From an optimization exercise on the open Yosys and OpenROAD flow, aimed at small area, a short achievable clock period and few clock cycles per item; shortcuts taken in it are not production practice.
The RTL was checked by simulation tests, not by an equivalence proof against the original design.

==> flow/design.v (excerpt) <==
module alu_md_unit #(
    parameter int XLEN     = 32,
    parameter bit ENABLE_M = 1'b1
) (
    input  logic            clk,
    input  logic            rst,
    input  logic            in_valid,
    output logic            in_ready,
    input  logic            Branch,
    input  logic            ALUAdd,
    input  logic            ALUOp,
    input  logic [6:0]      funct7,
    input  logic [2:0]      funct3,
    input  logic [XLEN-1:0] op_a,
    input  logic [XLEN-1:0] op_b,
    output logic            out_valid,
    input  logic            out_ready,
    output logic [XLEN-1:0] result,
    output logic            out_illegal,
    output logic            zero
);
    logic d_add, d_sub, d_slt, d_sltu, d_xor, d_or, d_and, d_sll, d_srl, d_sra, d_ill, dm;
    always_comb begin
        logic base, sra;
        d_add = 1'b0; d_sub = 1'b0; d_slt = 1'b0; d_sltu = 1'b0; d_xor = 1'b0; d_or = 1'b0;
        d_and = 1'b0; d_sll = 1'b0; d_srl = 1'b0; d_sra = 1'b0; d_ill = 1'b0; dm = 1'b0;
        base = 1'b0;
        sra  = 1'b0;
  ...
Size in the first run: ~2500 cells after synthesis, ~20000 um^2 of cells after synthesis.
Settings: LEC_CHECK=0, CAP_MARGIN=20, CORE_MARGIN=2, CORE_UTILIZATION=40, SETUP_SLACK_MARGIN=3.5, SLEW_MARGIN=20; clock period 7.0 ns.
run.sh (not shown) runs the stock make flow with config.mk's settings and CLKGATE_MAP_FILE= SYNTH_SCRIPT=/design/flow/synth_recipe.tcl, a recipe that flattens the netlist after the stock synthesis.
The baseline passed the timing, design-rule and antenna checks.
Testbench counts at the start, summed over its fixed seeds: cycles 28,528, ops 9,600.
==> next run, changes <==
ABC_AREA = 1   (was default)
CORE_UTILIZATION = 55   (was 40)
PLACE_DENSITY = 0.65   (was default)
SETUP_SLACK_MARGIN = 3.7   (was 3.5)
What happened: Cell area falls by 2.7%; clock-buffer cell count is unchanged; cell count goes up by 12%; wire length is lower by 2.3%; synthesized cell count went up by 26%; worst setup slack improved by 0.51 ns; worst hold slack gets better by 0.0076 ns; die area drops by 25%.
==> next run, changes <==
CORE_UTILIZATION = 40   (was 55)
PLACE_DENSITY = default   (was 0.65)
SETUP_SLACK_MARGIN = 3.0   (was 3.7)
The changed run went through all stages and came out clean.
Clock-buffer cell count grows by 4.
Clock skew stays flat.
Sequential share of layout area rose by 2.1 points.
Routed wire length hardly moves.
==> next run, changes <==
CORE_UTILIZATION = 50   (was 40)
SETUP_SLACK_MARGIN = 3.7   (was 3.0)
Result: Clock skew went down by 0.0059 ns; worst setup slack is better by 0.61 ns; design area went up by a little under a tenth; synthesized cell count does not change; via count went up by a few percent; fmax went up by about a fifth; wire length went down by a few percent; worst hold slack stays flat; final cell count went down slightly.

* * *

the previous run:
alu_md_unit, a different RTL version from the one above (not shown whole).
Size: ~160 flip-flops, ~120 I/O pins.
Settings: LEC_CHECK=0, ABC_AREA=1, CAP_MARGIN=20, CORE_MARGIN=2, CORE_UTILIZATION=65, PLACE_DENSITY=0.75, SETUP_SLACK_MARGIN=3.6, SLEW_MARGIN=20; clock period 7.0 ns.
The previous run: GRT-0232 in 5_1_grt -> run aborted
Testbench counts of the previous run, summed over its fixed seeds: cycles 27,592, ops 9,600.
Input-level comparison between the current run and the previous run:
- ABC_AREA no longer set, was 1
- CORE_UTILIZATION now 40, was 65
- SETUP_SLACK_MARGIN now 3.0, was 3.6
- PLACE_DENSITY no longer set, was 0.75
Notes after the runs:
- The flow ran to completion for all of the current run and the previous run but the previous run, which stopped partway.
- Diff the previous run -> the current run: share of cell area taken by muxes after synthesis went up 3.9 points; starting density of the core went down 25 points.
- Comparing the current run against the previous run, there is no change at all in number of flip-flops and latches in the synthesized netlist.
- As far as maximum number of buffers from clock root to sink goes, the current run and the previous run are indistinguishable; the numbers are identical.
- Summary of the current run over the previous run: share of the synthesized netlist area taken by xor and xnor gates went up 1.0 points; instance area at placement went down about 3%; synthesized area went down 1200 µm²; post-CTS setup-driven buffer insertion count went down about 4.3%.
- Taking the current run as 1.0, the previous run lands at 1.3 on gate count after technology mapping.

re-timing with driven ports:
In the flow no input, the clock included, has a driving cell. The finished layouts below were timed again as built, in two steps. Step 1, drivers: a clkbuf_16 drives clk and a buf_2 each remaining input, both assumed. Step 2 adds t to the input delays and takes it off the output delays; t is the mean of the earliest and latest rising clock arrival at the registers after step 1. Input paths then give back, and output paths get back, about the clock's delay inside the block. a / b / c = ideal / step 1 / step 2; a / b = the first two.
run | t, ns | setup WS [ns] | worst setup path at the end
the first run of note 1 | 0.512 | 2.937 / 2.937 / 2.800 | input to register
the second run of note 1 | 0.508 | 3.447 / 3.447 / 3.231 | input to register
the third run of note 1 | 0.526 | 2.989 / 2.927 / 2.622 | input to register
the fourth run of note 1 | 0.510 | 3.596 / 3.587 / 3.232 | input to register
the current run | 0.521 | 2.778 / 2.778 / 2.556 | input to register
After both steps every run listed still meets setup and hold. The setup slack of the third run of note 1, which loses most, moves by -0.062 ns with the drivers and by -0.367 ns with both steps.
